Source: an optimization exercise on an open RTL-to-GDS flow (aim: a short achievable clock period and few clock cycles per item). Production flows keep margins and buffers that such runs may drop.
In this exercise RTL edits were held to simulation tests only and were not proved equivalent to the original.
Power is estimated from default activity; no workload was simulated.

==> try-yarrow <==
==> flow/design.v <==
module data_cache (
   input  logic        clk,
   input  logic        rst,
   input  logic [31:0] cpu_address,
   input  logic [31:0] cpu_writedata,
   input  logic        cpu_read,
   input  logic        cpu_write,
   output logic [31:0] cpu_readdata,
   output logic        cpu_ready,
   output logic [31:0] mem_address,
   output logic [31:0] mem_writedata,
   output logic        mem_writemem,
   output logic        mem_readmem,
   input  logic [31:0] mem_readdata,
   output logic [31:0] hit_count,
   output logic [31:0] miss_count
);
   logic              fill;             
   logic [31:0]       valid;
   logic [26:0]       tag_mem  [32];
   logic [31:0]       data_mem [32];
   logic [31:0]       sel;              
   logic [31:0]       match;            
   logic              hit;
   logic [31:0]       hit_data;
   always_comb begin
      hit_data = '0;
      for (int i = 0; i < 32; i++) begin
         sel[i]   = (cpu_address[4:0] == 5'(i));
         match[i] = valid[i] && (tag_mem[i] == cpu_address[31:5]);
         hit_data = hit_data | ({32{sel[i]}} & data_mem[i]);
      end
   end
   assign hit = |(sel & match);
   assign mem_address   = cpu_address;
   assign mem_writedata = cpu_writedata;
   assign mem_readmem   = cpu_read;
   assign mem_writemem  = cpu_write;
   assign cpu_ready     = cpu_write || fill || (cpu_read && hit);
   assign cpu_readdata  = fill ? mem_readdata : hit_data;
   logic hit_inc, miss_inc;
   assign hit_inc  = fill || ((cpu_read || cpu_write) && hit);
   assign miss_inc = !fill && (cpu_read || cpu_write) && !hit;
   always_ff @(posedge clk or posedge rst) begin
      if (rst) begin
         fill       <= 1'b0;
         valid      <= '0;
         hit_count  <= 32'd0;
         miss_count <= 32'd0;
      end else begin
         fill <= !fill && !cpu_write && cpu_read && !hit;
         if (fill)
            valid <= valid | sel;
         if (hit_inc && hit_count != 32'hFFFF_FFFF)
            hit_count <= hit_count + 32'd1;
         if (miss_inc && miss_count != 32'hFFFF_FFFF)
            miss_count <= miss_count + 32'd1;
      end
   end
   always_ff @(posedge clk) begin
      for (int i = 0; i < 32; i++) begin
         if (fill && sel[i]) begin
            data_mem[i] <= mem_readdata;
            tag_mem[i]  <= cpu_address[31:5];
         end else if (cpu_write && sel[i] && match[i]) begin
            data_mem[i] <= cpu_writedata;
         end
      end
   end
endmodule
==> flow/run.sh <==
#!/bin/bash
# synth_recipe.tcl (not shown) runs the flow's synth.tcl, then flattens the netlist and writes it again
# the make line also repeats each setting of config.mk as NAME=value (left out here)
make -C /OpenROAD-flow-scripts/flow DESIGN_CONFIG=/design/flow/config.mk WORK_HOME=/design/flow/orfs CLKGATE_MAP_FILE= SYNTH_SCRIPT=/design/flow/synth_recipe.tcl finish
==> flow/config.mk <==
export PLATFORM = sky130hd
export DESIGN_NAME = data_cache
export DESIGN_NICKNAME = data_cache
export VERILOG_FILES = /design/flow/design.v
export SDC_FILE = /design/flow/constraint.sdc
export NUM_CORES = 4
export LEC_CHECK = 0
export CAP_MARGIN = 20
export CORE_MARGIN = 2
export CORE_UTILIZATION = 40
export SETUP_SLACK_MARGIN = 2.5
export SLEW_MARGIN = 20
==> flow/constraint.sdc <==
create_clock -name core_clock -period 7.0 [get_ports {clk}]
set_input_delay 1.4000 -clock core_clock [delete_from_list [all_inputs] [get_ports {clk}]]
set_output_delay 1.4000 -clock core_clock [all_outputs]
set_load 0.01 [all_outputs]
==> inputs of try-garnet, as changes to try-yarrow <==
==> flow/design.v, changed modules only <==
module data_cache #(
   parameter int LINES       = 32,
   parameter int MEM_LATENCY = 2
) (
   input  logic        clk,
   input  logic        rst,
   input  logic [31:0] cpu_address,
   input  logic [31:0] cpu_writedata,
   input  logic        cpu_read,
   input  logic        cpu_write,
   output logic [31:0] cpu_readdata,
   output logic        cpu_ready,
   output logic [31:0] mem_address,
   output logic [31:0] mem_writedata,
   output logic        mem_writemem,
   output logic        mem_readmem,
   input  logic [31:0] mem_readdata,
   output logic [31:0] hit_count,
   output logic [31:0] miss_count
);
   localparam int IDX = $clog2(LINES);
   localparam int TW  = 32 - IDX;
   localparam int CW  = (MEM_LATENCY > 1) ? $clog2(MEM_LATENCY) : 1;
   typedef enum logic [1:0] {IDLE = 2'd0, FILL = 2'd1, WRITE = 2'd2} state_t;
   state_t            state, next_state;
   logic [CW-1:0]     wait_cnt;
   logic [LINES-1:0]  valid;
   logic [TW-1:0]     tag_mem  [LINES];
   logic [31:0]       data_mem [LINES];
   logic [IDX-1:0]    idx;
   logic [TW-1:0]     addr_tag;
   logic              hit;
   logic              hit_inc, miss_inc, fill_done;
   assign idx           = cpu_address[IDX-1:0];
   assign addr_tag      = cpu_address[31:IDX];
   assign hit           = valid[idx] && (tag_mem[idx] == addr_tag);
   assign mem_address   = cpu_address;
   assign mem_writedata = cpu_writedata;
   always_comb begin
      next_state   = state;
      cpu_ready    = 1'b0;
      cpu_readdata = 32'd0;
      mem_readmem  = 1'b0;
      mem_writemem = 1'b0;
      hit_inc      = 1'b0;
      miss_inc     = 1'b0;
      fill_done    = 1'b0;
      case (state)
         IDLE: begin
            if (cpu_write) begin
               next_state = WRITE;
            end else if (cpu_read) begin
               if (hit) begin
                  cpu_ready    = 1'b1;
                  cpu_readdata = data_mem[idx];
                  hit_inc      = 1'b1;
               end else begin
                  next_state = FILL;
                  miss_inc   = 1'b1;
               end
            end
         end
         FILL: begin
            mem_readmem = 1'b1;
            if (wait_cnt == '0) begin
               fill_done  = 1'b1;
               next_state = IDLE;
            end
         end
         WRITE: begin
            mem_writemem = 1'b1;
            cpu_ready    = 1'b1;
            hit_inc      = hit;
            miss_inc     = !hit;
            next_state   = IDLE;
         end
         default: next_state = IDLE;
      endcase
   end
   always_ff @(posedge clk or posedge rst) begin
      if (rst) begin
         state      <= IDLE;
         wait_cnt   <= '0;
         valid      <= '0;
         hit_count  <= 32'd0;
         miss_count <= 32'd0;
      end else begin
         state <= next_state;
         if (state == IDLE && next_state == FILL)
            wait_cnt <= CW'(MEM_LATENCY - 1);
         else if (state == FILL && wait_cnt != '0)
            wait_cnt <= wait_cnt - 1'b1;
         if (fill_done)
            valid[idx] <= 1'b1;
         if (hit_inc && hit_count != 32'hFFFF_FFFF)
            hit_count <= hit_count + 32'd1;
         if (miss_inc && miss_count != 32'hFFFF_FFFF)
            miss_count <= miss_count + 32'd1;
      end
   end
   always_ff @(posedge clk) begin
      if (fill_done) begin
         data_mem[idx] <= mem_readdata;
         tag_mem[idx]  <= addr_tag;
      end else if (state == WRITE && hit) begin
         data_mem[idx] <= cpu_writedata;
      end
   end
endmodule
SETUP_SLACK_MARGIN = 0.3   (was 2.5)
==> inputs of try-zinc, as changes to try-yarrow <==
==> flow/design.v, changed modules only <==
module data_cache (
   input  logic        clk,
   input  logic        rst,
   input  logic [31:0] cpu_address,
   input  logic [31:0] cpu_writedata,
   input  logic        cpu_read,
   input  logic        cpu_write,
   output logic [31:0] cpu_readdata,
   output logic        cpu_ready,
   output logic [31:0] mem_address,
   output logic [31:0] mem_writedata,
   output logic        mem_writemem,
   output logic        mem_readmem,
   input  logic [31:0] mem_readdata,
   output logic [31:0] hit_count,
   output logic [31:0] miss_count
);
   logic              fill;             
   logic              first;            
   logic              is_read;
   logic [31:0]       valid;
   logic [31:0][26:0] tag;
   logic [31:0]       sel;              
   logic              hit;
   assign is_read = cpu_read && !cpu_write;
   assign first   = (cpu_read || cpu_write) && !fill;
   always_comb begin
      hit = 1'b0;
      for (int i = 0; i < 32; i++) begin
         sel[i] = (cpu_address[4:0] == 5'(i));
         hit    = hit | (sel[i] && valid[i] && (tag[i] == cpu_address[31:5]));
      end
   end
   logic [31:0] hit_base, hit_next, miss_base, miss_next;
   logic        hit_pend, miss_pend;
   assign hit_count  = hit_pend  ? hit_next  : hit_base;
   assign miss_count = miss_pend ? miss_next : miss_base;
   always_ff @(posedge clk or posedge rst) begin
      if (rst) begin
         fill      <= 1'b0;
         valid     <= '0;
         hit_base  <= 32'd0;
         hit_next  <= 32'd1;
         miss_base <= 32'd0;
         miss_next <= 32'd1;
         hit_pend  <= 1'b0;
         miss_pend <= 1'b0;
      end else begin
         fill <= first && is_read;
         if (first && is_read)
            valid <= valid | sel;
         if (hit_pend) begin
            hit_base <= hit_next;
            if (hit_next != 32'hFFFF_FFFF)
               hit_next <= hit_next + 32'd1;
         end
         if (miss_pend) begin
            miss_base <= miss_next;
            if (miss_next != 32'hFFFF_FFFF)
               miss_next <= miss_next + 32'd1;
         end
         hit_pend  <= first && (is_read || hit);
         miss_pend <= first && !hit;
      end
   end
   always_ff @(posedge clk) begin
      for (int i = 0; i < 32; i++)
         if (first && is_read && sel[i])
            tag[i] <= cpu_address[31:5];
   end
   assign mem_address   = cpu_address;
   assign mem_writedata = cpu_writedata;
   assign mem_readmem   = cpu_read;
   assign mem_writemem  = cpu_write && !rst;
   assign cpu_ready     = fill || (cpu_write && !rst);
   assign cpu_readdata  = mem_readdata;
endmodule
SETUP_SLACK_MARGIN = 3.8   (was 2.5)
==> summary.txt <==
                                                           try-yarrow      try-garnet     try-zinc
Psw                                                          6.316 mW        5.588 mW     3.290 mW
Final GP Congestion                                            0.8732          0.8296       0.7671
Reported sequential group power                               13.2 mW         13.2 mW      6.86 mW
Adder-cell share of the synthesized area                     0.02813%        0.09692%     0.05717%
H-Tree Level Count                                                  4               4            3
Total number of clock tree sinks                                1,985           1,987        1,027
Cell with the largest stage delay on the worst path            nor4_2          nor4_4      dfrtp_2
Critical path startpoint                              cpu_address[27]  cpu_address[1]    miss_pend
Depth of the worst register-to-register path                       24              42            7
Critical setup path kind                                    in -> out       in -> reg   reg -> out
Setup WS pre-CTS                                            0.3992 ns      -0.5796 ns     2.379 ns
Number of synthesized flops with an enable pin                  1,888           1,888          864
FF-to-FF End                                         data_mem[20][29]   hit_count[28]  hit_next[4]
Post-Route WL                                              366,800 um      220,500 um   132,500 um
Non-clock buffering overhead in the final layout               12.72%          7.966%       9.212%
Result of the run                    no timing/DRC/antenna violations  no timing/DRC/antenna violations  no timing/DRC/antenna violations
Kind of start point of the critical path                    input pin       input pin         flop
DRT Pass-1 Iters                                                   10               6            5
Combinational Power                                           2.42 mW         1.64 mW      1.32 mW
Internal Dissipation                                         19.93 mW        19.71 mW     10.99 mW
Testbench counts of try-yarrow, summed over its fixed seeds: cycles 50,127, accesses 32,000.
Testbench counts of try-garnet, summed over its fixed seeds: cycles 96,206, accesses 32,000.
Testbench counts of try-zinc, summed over its fixed seeds: cycles 54,175, accesses 32,000.

==> re-timing with driven ports <==
The results above use ideal ports. As a check the final layouts listed here were re-extracted and re-timed, cells and wires unchanged. Step 1, drivers: a clkbuf_16 drives clk and a buf_2 each remaining input, both assumed. Step 2 moves the port delays by t, midway between the first and last clock arrival at a register: inputs arrive t later, outputs are due t later. That takes back most of the time a late clock gives input paths. Three values: ideal ports, drivers, drivers and shift; two values: the first two.
| run | t, ns | setup WS [ns] | worst setup path at the end | latest minus earliest clock arrival (ns) | pins driven straight from the clock port |
|---|---|---|---|---|---|
| try-yarrow | 0.960 | 1.841 / 1.694 / 1.308 | input to register | 0.060 / 0.060 | 1 |
| try-garnet | 0.911 | 0.251 / 0.144 / -0.734 | input to register | 0.054 / 0.054 | 1 |
| try-zinc | 0.752 | 3.604 / 3.532 / 2.877 | input to register | 0.056 / 0.056 | 1 |
Met with ideal ports but missed after step 2: setup timing in try-garnet. For try-garnet, which loses most, drivers alone change the setup slack by -0.107 ns; drivers and shift together by -0.985 ns.
